Source: an optimization exercise on an open RTL-to-GDS flow (aim: a short achievable clock period and few clock cycles). Production flows keep margins and buffers that such runs may drop.
The RTL was checked by simulation tests, not by an equivalence proof against the original design.
No activity file was given, so power comes from the tool's default toggle rates.

### run.sh
#!/bin/bash
# synth_recipe.tcl (not shown) runs the flow's synth.tcl, then flattens the netlist and writes it again
# the make line also repeats each setting of config.mk as NAME=value (left out here)
make -C /OpenROAD-flow-scripts/flow DESIGN_CONFIG=/design/flow/config.mk WORK_HOME=/design/flow/orfs CLKGATE_MAP_FILE= SYNTH_SCRIPT=/design/flow/synth_recipe.tcl finish
### config.mk
export PLATFORM = sky130hd
export DESIGN_NAME = cache_l1
export DESIGN_NICKNAME = cache_l1
export VERILOG_FILES = /design/flow/design.v
export SDC_FILE = /design/flow/constraint.sdc
export NUM_CORES = 4
export LEC_CHECK = 0
export CAP_MARGIN = 20
export CORE_MARGIN = 2
export CORE_UTILIZATION = 40
export SLEW_MARGIN = 20
### constraint.sdc
create_clock -name core_clock -period 5.0 [get_ports {clk}]
set_input_delay 1.0000 -clock core_clock [delete_from_list [all_inputs] [get_ports {clk}]]
set_output_delay 1.0000 -clock core_clock [all_outputs]
set_load 0.01 [all_outputs]
### design.v
`timescale 1ns/100ps
package cache_pkg;
    localparam int cache_lines   = 8;
    localparam int line_words    = 8;
    localparam int byte_off_bits = 2;
    localparam int word_sel_bits = 3;
    localparam int index_bits    = 3;
    localparam int tag_bits      = 32 - index_bits - word_sel_bits - byte_off_bits;
    typedef logic [31:0]            word_t;
    typedef logic [31:0]            addr_t;
    typedef logic [tag_bits-1:0]    tag_t;
    typedef logic [index_bits-1:0]  index_t;
    typedef logic [word_sel_bits-1:0] word_sel_t;
    typedef struct packed {
        logic  write;
        addr_t addr;
        word_t wdata;
    } bus_req_t;
    typedef struct packed {
        logic      write;
        tag_t      tag;
        index_t    index;
        word_sel_t word;
        word_t     wdata;
        addr_t     addr;
    } cache_req_t;
    typedef enum logic [2:0] {
        idle,
        lookup,
        fill_req,
        fill_wait,
        write_req,
        write_wait,
        respond
    } ctrl_state_t;
endpackage
`timescale 1ns/100ps
`timescale 1ns/100ps
`timescale 1ns/100ps
`timescale 1ns/100ps
module cache_l1 (
    input  logic        clk,
    input  logic        rst_n,
    input  logic        cpu_req,
    input  logic        cpu_write,
    input  logic [31:0] cpu_addr,
    input  logic [31:0] cpu_wdata,
    output logic        cpu_ack,
    output logic [31:0] cpu_rdata,
    output logic        mem_req,
    output logic        mem_write,
    output logic [31:0] mem_addr,
    output logic [31:0] mem_wdata,
    input  logic        mem_ack,
    input  logic [31:0] mem_rdata
);
    logic [31:0] data_arr [0:63];    
    logic [23:0] tag_arr  [0:7];
    logic [7:0]  valid;
    logic        idle;      
    logic        fill;      
    logic        wr;        
    logic [2:0]  cnt;       
    logic        dw_en;     
    logic [5:0]  dw_sel;
    logic [31:0] dw_data;
    logic [2:0]  a_idx;
    logic [5:0]  a_wsel;
    logic        hit;
    logic        accept;
    logic        beat;
    assign a_idx  = cpu_addr[7:5];
    assign a_wsel = cpu_addr[7:2];
    assign hit    = valid[a_idx] && (tag_arr[a_idx] == cpu_addr[31:8]);
    assign accept = idle && cpu_req;
    assign beat   = mem_req && mem_ack;
    always_ff @(posedge clk or negedge rst_n) begin
        if (!rst_n) begin
            idle    <= 1'b1;
            fill    <= 1'b0;
            wr      <= 1'b0;
            cpu_ack <= 1'b0;
            mem_req <= 1'b0;
            dw_en   <= 1'b0;
            valid   <= '0;
        end else begin
            dw_en <= 1'b0;
            if (accept) begin
                idle <= 1'b0;
                if (cpu_write) begin
                    wr      <= 1'b1;
                    mem_req <= !mem_ack;
                    dw_en   <= hit;
                end else if (hit) begin
                    cpu_ack <= 1'b1;
                end else begin
                    fill    <= 1'b1;
                    mem_req <= !mem_ack;
                end
            end
            if (wr || fill) begin
                if (beat) begin
                    mem_req <= 1'b0;
                end else if (!mem_req && !mem_ack) begin
                    mem_req <= 1'b1;
                end
            end
            if (wr && beat) begin
                wr      <= 1'b0;
                cpu_ack <= 1'b1;
            end
            if (fill && beat) begin
                dw_en <= 1'b1;
                if (cnt == 3'd7) begin
                    fill               <= 1'b0;
                    cpu_ack            <= 1'b1;
                    valid[mem_addr[7:5]] <= 1'b1;
                end
            end
            if (cpu_ack && !cpu_req) begin
                cpu_ack <= 1'b0;
                idle    <= 1'b1;
            end
        end
    end
    always_ff @(posedge clk) begin
        if (idle) begin
            mem_write <= cpu_write;
            mem_addr  <= {cpu_addr[31:2], cpu_write ? cpu_addr[1:0] : 2'b00};
            mem_wdata <= cpu_wdata;
            cpu_rdata <= data_arr[a_wsel];
            cnt       <= 3'd0;
        end
        if (fill && beat) begin
            mem_addr[4:2] <= mem_addr[4:2] + 3'd1;
            cnt           <= cnt + 3'd1;
            if (cnt == 3'd0) begin
                cpu_rdata <= mem_rdata;
            end
            if (cnt == 3'd7) begin
                tag_arr[mem_addr[7:5]] <= mem_addr[31:8];
            end
        end
        dw_sel  <= idle ? a_wsel : mem_addr[7:2];
        dw_data <= idle ? cpu_wdata : mem_rdata;
        if (dw_en) begin
            data_arr[dw_sel] <= dw_data;
        end
    end
endmodule
==> reports/qor.yml, run 1 <==
status: "timing/DRC/antenna clean"
dr.first_iter.drc_count: 5123
yosys.cell_count.top_type: "edfxtp_1"
clk_pin_slew_worst_paths_ps: 60
fin_tns_setup_ps: 0
syn-cell-area_um2: 90900
min_from: "valid[7]"
synth_flop_cell: "edfxtp_1"
ioPinCount: 200
synth_top_cell_by_area: "edfxtp_1"
p_leak_nw: 33.0
die_w_um: 481
grt_max_degree: 69
insertion_delay_ps: 890
multi_input_area_um2: 19400
ys_ff_latch: 2392
crit_arrival_ps: 3720
antenna_found_initial: 6
hold_viol: 0
postCtsSetupBuffers: 0
timing.final.crit_share_pct: 64.3
cts_tree: "built"
synth-compound-area-share_pct: 0.676
nNetsFinal: 4302
period_minus_slack_ps: 3210
grtUsageTotal_pct: 20.8
synth-edff-count: 2308
antenna_left: 0
cp_max_fo: 18
syn_inst: 3764
synth_top_family_by_area: "multiplexers"
rsz0062_at_grt: "false"
grt_overflow_total: 0
root_buffer: "clkbuf_16"
max_freq_mhz: 311
seq_area_um2: 71100
fp-row-count: 174
syn2layout_area_growth_pct: 16.8
clk_path_buf_depth: 3
die_area_um2: 231000
via_per_inst: 5.81
setup.worst_path.class: "reg2reg"
hold_path_end: "valid[7]"
rr_worst_depth: 4
drv_cap: 0
cts_max_level: 4
dpl.hpwl_um: 139000
path_cells: "nor2b_1 -> nand3_1 -> nor2_4 -> buf_4"
final_max_slew_viol_count: 0
total_power_mw: 43.5
slowest_delay_ps: 840
initial_core_util_pct: 40.3
crit_required_ps: 5500
r2r_slack_ps: 1790
grt_pass1_vias: 43200
yosysSeqAreaShare_pct: 78.2
cts_resized: 0
cts_hold_buf: 0
peakVddDrop_mv: 0.416
die_h_um: 481
drt_wl_total_um: 242000
clock-sinks: 2392
worstSetupStartpointType: "register"
setup_viol: 0
worst_pin_slew_ps: 1190
gp_congestion: 0.777
r2r-end: "data_arr[19][5]"
clock_skew_ps: 36.7
synth-simple-area-share_pct: 1.01
powerDensity_nw_per_um2: 410
synthMuxAreaShare_pct: 18.7
synthTopCellsByCount: "edfxtp_1 (2,308), mux4_2 (694), nor2_1 (96)"
grt_first_pass_wirelength_um: 337000
numCtsBuffers: 230
coreArea_um2: 225000
avgSynthCellArea_um2: 24.1
synth_top_area_share_pct: 76.3
wl_per_cell_um: 32.7
post-route-drc-count: 0
endpoint_kind: "register"
slowest_stage: "nor2_4"
slew_headroom_pct: 20.6
synthDistinctLibCells: 47
vias: 43000
synthArstFlopShare_pct: 0.585
r2r-start: "dw_sel[1]"
synth_adder_area_share_pct: 0.110
port_buffers: 199
drive_above_1_share_pct: 31.5
holdPathStages: 1
post_synth_xor_area_fraction_pct: 0.231
yosys_warnings: 1
syn-num-nets: 3873
ys_top_cells_by_area: "edfxtp_1 (76%), mux4_2 (17%), dfxtp_1 (1.5%), mux2i_1 (0.96%), mux2_2 (0.56%)"
nFillCells: 18200
dr.pass1.iters: 5
holdCritPathClass: "reg2reg"
-- per-stage QoR --
step           hold WS (ps)  instances  area (um^2)  worst slack (ps)  utilization (%)
6_report                454       7392       106000              1790             47.1
5_1_grt                 469       7392       106000              1690             47.1
4_1_cts                 458       7387       106000              1720             47.0
3_5_place_dp            444       6949        98500              1010             43.7
3_3_place_gp            437       6942        98300              1010             43.6
2_1_floorplan           423       3764        90900               635                -
-- worst max path at each step --
stage	start	end	cells past startpoint
after floorplan	mem_ack	tag_arr[0][0]	4
after global placement	cpu_addr[2]	cpu_rdata[19]	9
after detailed placement	cpu_addr[2]	cpu_rdata[16]	9
after CTS	mem_addr[4]	mem_addr[4]	1
after global routing	dw_sel[1]	data_arr[3][13]	4
final	dw_sel[1]	data_arr[19][5]	4
-- worst max-delay path: cells and delay by family, from the launching register on --
family                 cells  cell delay (ps)
buffers and inverters      1              530
DFF                        1              620
and+or+nand+nor            3             1620
-- layout make-up --
type / instances / share of cell area (%)
flip-flops and latches: 2392 / 67.0
multi-input cells: 1159 / 18.2
clock buffers: 331 / 6.07
repair buffers: 390 / 4.03
well taps: 2992 / 3.53
clock inverters: 107 / 1.01
inverters: 20 / 0.0707
diodes: 1 / 0.00236
-- kinds of logic after synthesis --
group,Yosys count
flip-flops,2392
multiplexers,826
buffers and inverters,213
AND/OR/NAND/NOR,202
AO/OA/AOI/OAI,99
XOR/XNOR,24
adder cells (fa/ha/maj),8
-- flip-flops by register name, indices dropped and copies added (netlist names), 3 cells and up --
name	count
dw_sel	6
mem_wdata	32
tag_arr	192
valid	8
cnt	3
cpu_rdata	32
data_arr	2048
mem_addr	32
dw_data	32
-- layout by cell type (no fill, tap or decap), types with 5 or more instances in the layout --
cell type        instances
edfxtp_1              2308
mux4_2                 694
clkbuf_16              231
clkdlybuf4s50_1        193
buf_4                  128
mux2i_1                 87
clkbuf_1                71
nor2_4                  60
buf_12                  60
mux2_2                  45
clkinv_2                45
dfxtp_1                 40
nand2_1                 39
nor2_1                  33
clkbuf_8                30
clkinv_1                24
o21ai_1                 23
a21oi_1                 22
xor2_1                  21
inv_1                   20
dfxtp_4                 19
nand3_1                 15
o22ai_1                 14
o22a_1                  13
dfrtp_1                 13
bufinv_16               12
dfxtp_2                 11
clkinvlp_4               9
nor3_2                   8
a21o_1                   8
ha_1                     8
o21ai_0                  7
nand2b_1                 6
nand4_1                  6
nor2b_1                  6
clkinv_16                6
nand3b_1                 5
clkinv_8                 5
-- report_power, final --
| group | internal, mW | switching [mW] | total (mW) |
|---|---|---|---|
| Sequential | 22.8 | 0.862 | 23.6 |
| Combinational | 1.33 | 1.39 | 2.73 |
| Clock | 9.62 | 7.52 | 17.1 |
| Total | 33.7 | 9.78 | 43.5 |
-- metal layers --
layer	part of all wire [%]	GRT usage [%]
met5	0	0
met4	2.8	6.17
met3	7.0	3.09
met2	50	34.2
met1	41	29.1
Testbench counts, summed over its fixed seeds: cycles 91,480.
==> run 2: changes to the inputs <==
--- a/config.mk
+++ b/config.mk
@@ -6,6 +6,8 @@
 export NUM_CORES = 4
 export LEC_CHECK = 0
+export ABC_CLOCK_PERIOD_IN_PS = 2000
 export CAP_MARGIN = 20
 export CORE_MARGIN = 2
 export CORE_UTILIZATION = 40
+export SETUP_SLACK_MARGIN = 2.7
 export SLEW_MARGIN = 20
==> reports/qor.yml, run 2 <==
mostFrequentLayoutCells: "edfxtp_1 (2,308), mux4_2 (694), clkbuf_16 (244)"  # was edfxtp_1 (2,308), mux4_2 (694), clkbuf_16 (231)
slowest_stage: "mux4_2"  # was nor2_4
p_leak_nw: 35.6  # was 33.0 nW
synthTopCellsByCount: "edfxtp_1 (2,308), mux4_2 (694), nor2_1 (96)"  # unchanged
layout_commonest_cell: "edfxtp_1"  # unchanged
crit_required_ps: 5720  # was 5500 ps
numCtsBuffers: 231  # was 230
drv_cap: 0  # unchanged
status: "timing/DRC/antenna clean"  # unchanged
dr.first_iter.drc_count: 5353  # was 5,123
synth-edff-count: 2308  # unchanged
yosysSeqAreaShare_pct: 78.2  # unchanged
syn-cell-area_um2: 90900  # unchanged
cpLargestDelayFamily: "multiplexers"  # was simple AND/OR/NAND/NOR gates
ioPinCount: 200  # unchanged
hold_viol: 0  # unchanged
drt_wl_total_um: 254000  # was 242,000 um
coreArea_um2: 225000  # unchanged
setup.worst_path.class: "in2reg"  # was reg2reg
fin_tns_setup_ps: 0  # unchanged
grtUsageTotal_pct: 21.8  # was 20.8%
largest_reg_flops: 2048  # unchanged
crit_end: "cpu_rdata[20]"  # was data_arr[19][5]
post-route-drc-count: 0  # unchanged
routed.top_layer: "met5"  # was met4
holdPathStages: 1  # unchanged
p_switching_mw: 10.0  # was 9.78 mW
cts_hold_buf: 0  # unchanged
final_max_slew_viol_count: 0  # unchanged
setup_viol: 0  # unchanged
antenna_left: 0  # unchanged
slew_headroom_pct: 40.0  # was 20.6%
period_minus_slack_ps: 2660  # was 3210 ps
clk_pin_slew_worst_paths_ps: 70  # was 60 ps
nNetsFinal: 4567  # was 4,302
powerDensity_nw_per_um2: 400  # was 410 nW/um^2
peakVddDrop_mv: 0.295  # was 0.416 mV
crit_cells: 9  # was 4
syn-num-nets: 3873  # unchanged
holdCritPathClass: "reg2reg"  # unchanged
cts_max_level: 4  # unchanged
ys_ff_latch: 2392  # unchanged
clk_path_buf_depth: 3  # unchanged
dr.pass1.iters: 5  # unchanged
synthArstFlopShare_pct: 0.585  # unchanged
endpoint_kind: "register"  # unchanged
grt_first_pass_wirelength_um: 351000  # was 337,000 um
path_cells: "buf_16 -> buf_16 -> buf_12 -> buf_16 -> mux4_2 -> mux4_2 -> mux4_2 -> mux2i_1 -> a21oi_1"  # was nor2b_1 -> nand3_1 -> nor2_4 -> buf_4
worstSetupStartpointType: "primary input"  # was register
crit_arrival_ps: 3380  # was 3720 ps
vias: 44800  # was 43,000
root_buffer: "clkbuf_16"  # unchanged
clock-sinks: 2392  # unchanged
initial_core_util_pct: 40.3  # unchanged
max_freq_mhz: 376  # was 311 MHz
dpl.hpwl_um: 130000  # was 139,000 um
pwr-share-clk_pct: 39.1  # was 39.4%
yosys.cell_count.top_type: "edfxtp_1"  # unchanged
antenna_found_initial: 6  # unchanged
wl_met2_um: 128000  # was 120,000 um
wl_met3_um: 17700  # was 16,900 um
synth_top_cell_by_area: "edfxtp_1"  # unchanged
largest_register: "data_arr"  # unchanged
seq_power_share_pct: 53.2  # was 54.3%
die_area_um2: 231000  # unchanged
syn_inst: 3764  # unchanged
pwr-share-comb_pct: 7.7  # was 6.3%
drive_above_1_share_pct: 40.1  # was 31.5%
cp_max_fo: 7  # was 18
total_power_mw: 44.5  # was 43.5 mW
grt_max_degree: 65  # was 69
rsz0062_at_grt: "true"  # was false
gp_congestion: 0.774  # was 0.777
syn2layout_area_growth_pct: 22.3  # was 16.8%
p_int_mw: 34.5  # was 33.7 mW
clock_skew_ps: 38.4  # was 36.7 ps
yosys_warnings: 1  # unchanged
synth_top_area_share_pct: 76.3  # unchanged
die_w_um: 481  # unchanged
synthDistinctLibCells: 47  # unchanged
wl_per_cell_um: 33.3  # was 32.7 um
via_per_inst: 5.86  # was 5.81
die_h_um: 481  # unchanged
wl_met1_um: 101000  # was 98,000 um
path_buf_inv: 4  # was 1
worst_pin_slew_ps: 900  # was 1190 ps
timing.final.crit_share_pct: 53.2  # was 64.3%
ys_top_cells_by_area: "edfxtp_1 (76%), mux4_2 (17%), dfxtp_1 (1.5%), mux2i_1 (0.96%), mux2_2 (0.56%)"  # unchanged
fp-row-count: 174  # unchanged
critPathLaunch: "cpu_addr[2]"  # was dw_sel[1]
r2r-end: "cpu_rdata[21]"  # was data_arr[19][5]
grt_pass1_vias: 44200  # was 43,200
synth_flop_cell: "edfxtp_1"  # unchanged
rr_worst_depth: 5  # was 4
switching_share_pct: 22.6  # was 22.5%
slowest_delay_ps: 550  # was 840 ps
port_buffers: 199  # unchanged
cts_tree: "built"  # unchanged
r2r_slack_ps: 2620  # was 1790 ps
insertion_delay_ps: 880  # was 890 ps
grt_overflow_total: 0  # unchanged
avgSynthCellArea_um2: 24.1  # unchanged
r2r-start: "data_arr[56][21]"  # was dw_sel[1]
[run 2: cell counts after synthesis]
Identical to the previous run, type by type.
[run 2: stage by stage]
stage               setup slack [ps]  instance area [um^2]  utilization, %  hold slack, ps  std cells
finish                          2340                111000            49.3             455       7646
global placement                 843                 98000            43.5             432       6908
CTS                             2090                110000            48.8             453       7580
floorplan                       1880                 91700               -             423       3764
global route                    2320                111000            49.3             433       7646
detailed placement               824                 98000            43.5             441       6909
[run 2: cells by family (layout without fill, tap and decap cells)]
family                     after synthesis  after routing  share of synthesized area (%)
DFF                                   2392           2392                           78.2
muxes                                  826            826                           18.7
buffers and inverters                  213           1099                           1.05
and+or+nand+nor                        202            205                           1.01
AOI/OAI and AO/OA                       99             99                          0.676
xor gates and xnor gates                24             24                          0.231
adders and majority gates                8              8                          0.110
other                                    0              1                              0
[run 2: power by group through the flow]
stage	sequential (mW)	combinational, mW	clock (mW)
after floorplan	23.8	1.51	0
after CTS	23.7	3.30	17.7
final	23.7	3.41	17.4
after detailed placement	24.1	2.79	0
after global placement	24.1	2.76	0
after global routing	23.8	3.57	18.4
[run 2: repair_timing]
action,4_1_cts,5_1_grt
pin swaps,64,42
setup endpoints to repair,2238,784
gates resized for setup,780,82
cloned,59,8
setup buffers,184,56
[run 2: worst min-delay path by stage]
stage,startpoint,endpoint,slack [ps]
global placement,valid[3],valid[3],430
CTS,cpu_addr[6],mem_addr[6],450
global route,cpu_addr[6],mem_addr[6],430
detailed placement,valid[3],valid[3],440
floorplan,valid[2],valid[2],420
finish,valid[3],valid[3],450
[run 2: layout make-up]
cell class / instances / area [um^2]
Clock inverter: 129 / 1310
Sequential cell: 2392 / 71300
Multi-Input combinational cell: 1162 / 20100
Inverter: 20 / 75.1
Antenna cell: 1 / 2.50
Timing Repair Buffer: 651 / 8430
Fill cell: 17700 / 114000
Clock buffer: 299 / 6240
Tap cell: 2992 / 3740
[run 2: routing by layer]
layer | GRT usage, % | vias to the layer above
li1 | - | 17600
met1 | 29.5 | 24900
met2 | 36.5 | 1925
met3 | 3.29 | 342
met4 | 6.92 | 8
met5 | 0 | -
==> run 3: changes to the inputs <==
--- a/config.mk
+++ b/config.mk
@@ -9,5 +9,7 @@
 export CAP_MARGIN = 20
 export CORE_MARGIN = 2
-export CORE_UTILIZATION = 40
+export CORE_UTILIZATION = 60
+export CTS_CLUSTER_DIAMETER = 60
+export CTS_CLUSTER_SIZE = 30
 export SETUP_SLACK_MARGIN = 2.7
 export SLEW_MARGIN = 20
==> reports/qor.yml, run 3 <==
min_from: "valid[3]"  # unchanged
dr.first_iter.drc_count: 5900  # was 5,353
setup.worst_path.class: "in2reg"  # unchanged
hold_viol: 0  # unchanged
syn_inst: 3764  # unchanged
vias: 44700  # was 44,800
worstSetupStartpointType: "primary input"  # unchanged
r2r_slack_ps: 2480  # was 2620 ps
initial_core_util_pct: 60.5  # was 40.3%
cts_hold_buf: 0  # unchanged
clock_skew_ps: 38.3  # was 38.4 ps
mostFrequentLayoutCells: "edfxtp_1 (2,308), mux4_2 (694), buf_4 (247)"  # was edfxtp_1 (2,308), mux4_2 (694), clkbuf_16 (244)
die_h_um: 393  # was 481 um
peakVddDrop_mv: 0.378  # was 0.295 mV
post-route-drc-count: 0  # unchanged
syn2layout_area_growth_pct: 17.7  # was 22.3%
grt_max_degree: 80  # was 65
cts_tree: "built"  # unchanged
crit_arrival_ps: 3540  # was 3380 ps
synth_flop_cell: "edfxtp_1"  # unchanged
setup_viol: 0  # unchanged
die_w_um: 393  # was 481 um
period_minus_slack_ps: 2880  # was 2660 ps
holdPathStages: 1  # unchanged
final_max_slew_viol_count: 0  # unchanged
grt_first_pass_wirelength_um: 339000  # was 351,000 um
synth-edff-count: 2308  # unchanged
design_area_um2: 107000  # was 111,000 um^2
worst_pin_slew_ps: 1060  # was 900 ps
yosys_warnings: 1  # unchanged
ys_top_cells_by_area: "edfxtp_1 (76%), mux4_2 (17%), dfxtp_1 (1.5%), mux2i_1 (0.96%), mux2_2 (0.56%)"  # unchanged
yosys.cell_count.top_type: "edfxtp_1"  # unchanged
synthTopCellsByCount: "edfxtp_1 (2,308), mux4_2 (694), nor2_1 (96)"  # unchanged
dr.pass1.iters: 7  # was 5
grtUsageTotal_pct: 32.3  # was 21.8%
grt_overflow_total: 0  # unchanged
clock-sinks: 2392  # unchanged
clk_pin_slew_worst_paths_ps: 80  # was 70 ps
grt_pass1_vias: 43800  # was 44,200
syn-num-nets: 3873  # unchanged
placed_area_um2: 96900  # was 98,000 um^2
largest_reg_flops: 2048  # unchanged
ys_ff_latch: 2392  # unchanged
cp_max_fo: 8  # was 7
drive_above_1_share_pct: 39.4  # was 40.1%
syn-cell-area_um2: 90900  # unchanged
drv_cap: 0  # unchanged
drt_wl_total_um: 246000  # was 254,000 um
holdCritPathClass: "reg2reg"  # unchanged
rsz0062_at_grt: "true"  # unchanged
via_per_inst: 6.86  # was 5.86
r2r-start: "data_arr[54][20]"  # was data_arr[56][21]
gp_congestion: 0.797  # was 0.774
port_buffers: 199  # unchanged
slew_headroom_pct: 29.6  # was 40.0%
dpl.hpwl_um: 133000  # was 130,000 um
r2r-end: "cpu_rdata[20]"  # was cpu_rdata[21]
layout_commonest_cell: "edfxtp_1"  # unchanged
synthDistinctLibCells: 47  # unchanged
status: "timing/DRC/antenna clean"  # unchanged
p_leak_nw: 34.1  # was 35.6 nW
endpoint_kind: "register"  # unchanged
hold_path_end: "valid[3]"  # unchanged
synth_top_cell_by_area: "edfxtp_1"  # unchanged
synthArstFlopShare_pct: 0.585  # unchanged
numCtsBuffers: 146  # was 231
insertion_delay_ps: 820  # was 880 ps
rr_worst_depth: 5  # unchanged
cts_max_level: 4  # unchanged
yosysSeqAreaShare_pct: 78.2  # unchanged
root_buffer: "clkbuf_16"  # unchanged
coreArea_um2: 150000  # was 225,000 um^2
avgSynthCellArea_um2: 24.1  # unchanged
timing.final.crit_share_pct: 57.5  # was 53.2%
fin_tns_setup_ps: 0  # unchanged
ioPinCount: 200  # unchanged
largest_register: "data_arr"  # unchanged
post-route-util_pct: 71.2  # was 49.3%
clk_path_buf_depth: 3  # unchanged
crit_required_ps: 5660  # was 5720 ps
nNetsFinal: 4484  # was 4,567
antenna_left: 0  # unchanged
die_area_um2: 155000  # was 231,000 um^2
synth_top_area_share_pct: 76.3  # unchanged
fp-row-count: 142  # was 174
powerDensity_nw_per_um2: 377  # was 400 nW/um^2
wl_per_cell_um: 37.8  # was 33.3 um
max_freq_mhz: 348  # was 376 MHz
antenna_found_initial: 8  # was 6
## run 3: changes by cell type in the layout (fill, tap and decap cells not counted), sizes merged
cell | before | now
nor2 | 99 | 100
inv | 29 | 67
clkinvlp | 5 | 9
buf | 537 | 533
diode | 1 | 5
dlymetal6s2s | 1 | 0
clkbuf | 309 | 178
bufinv | 22 | 5
clkinv | 93 | 42
## run 3: how the worst max path moves through the flow
stage | cells after the start | slack, ps | start | endpoint
floorplan | 8 | 1880 | cpu_addr[2] | cpu_rdata[4]
global placement | 8 | 750 | cpu_addr[2] | cpu_rdata[7]
detailed placement | 8 | 680 | cpu_addr[2] | cpu_rdata[7]
CTS | 9 | 2190 | cpu_addr[2] | cpu_rdata[6]
global route | 9 | 2110 | cpu_addr[2] | cpu_rdata[21]
finish | 9 | 2120 | cpu_addr[2] | cpu_rdata[6]
## run 3: cells by family (layout without fill, tap and decap cells)
kind of cell / Yosys count / count (layout) / synth area share (%)
muxes: 826 / 826 / 18.7
other: 0 / 5 / 0
and+or+nand+nor: 202 / 206 / 1.01
adders and majority gates: 8 / 8 / 0.110
DFF: 2392 / 2392 / 78.2
AOI/OAI and AO/OA: 99 / 99 / 0.676
xor gates and xnor gates: 24 / 24 / 0.231
buffers and inverters: 213 / 937 / 1.05
## run 3: report_power, final
| part | total, mW | switching [mW] | internal [mW] |
|---|---|---|---|
| registers | 23.7 | 0.924 | 22.8 |
| logic | 3.31 | 1.66 | 1.65 |
| clock network | 13.2 | 6.96 | 6.27 |
## run 3: per-layer routing
| metal | vias to the layer above | wire (um) | global-route usage [%] |
|---|---|---|---|
| li1 | 17400 | - | - |
| met1 | 24300 | 95400 | 48.6 |
| met2 | 2655 | 117000 | 49.6 |
| met3 | 340 | 27900 | 7.11 |
| met4 | 2 | 5630 | 7.64 |
| met5 | - | 185 | 0 |
## run 3: cell type report
type                    instances  area, um^2
flip-flops and latches       2392       71300
fillers                      8628       43200
multi-input cells            1163       20000
repair buffers                652        8020
clock buffers                 162        3940
well taps                    2016        2520
clock inverters               103        1100
inverters                      20        75.1
diodes                          5        12.5
## run 3: repair_timing
action                     in CTS  in global routing
hold endpoints to repair        0                  0
setup endpoints to repair    2115                753
gates resized for setup       763                 82
gates cloned                   42                 14
pin swaps                      80                 25
buffers inserted              197                 44
## run 3: per-stage QoR
step                std cells  hold WS [ps]  total power [mW]  setup slack, ps
finish                   6513           470              40.3             2120
global route             6508           487              41.4             2110
CTS                      6450           465              40.3             2190
detailed placement       5946           446              26.9              684
global placement         5942           436              26.8              755
floorplan                3764           423              25.3             1880
## run 3: worst max-delay path, stage by stage
cell	delay [ps]
buf_16	130
buf_6	110
buf_16	160
buf_12	160
mux4_2	540
mux4_2	480
mux4_2	620
mux2i_1	230
a21oi_1	90

==> what the ideal ports hide <==
The results above use ideal ports. As a check the final layouts listed here were re-extracted and re-timed, cells and wires unchanged. Step 1 sets driving cells, clkbuf_16 on the clock port and buf_2 on the other inputs (assumed; they add their load-dependent delay and slew). Step 2 also shifts input and output timing later by t, the mid clock arrival at the registers, as if the neighbouring blocks saw the same clock. a / b / c = ideal ports / drivers / drivers and shift; a / b = the first two.
| run | shift t [ns] | setup WS [ns] | slew at the worst register clock pin (ns) |
|---|---|---|---|
| run 1 | 0.957 | 1.786 / 1.709 / 0.988 | 0.07 / 0.07 |
| run 2 | 0.951 | 2.342 / 2.151 / 1.200 | 0.07 / 0.07 |
| run 3 | 0.874 | 2.123 / 2.034 / 1.160 | 0.10 / 0.10 |
After both steps every run listed still meets setup and hold. For run 2, which loses most, drivers alone change the setup slack by -0.191 ns; drivers and shift together by -1.142 ns.
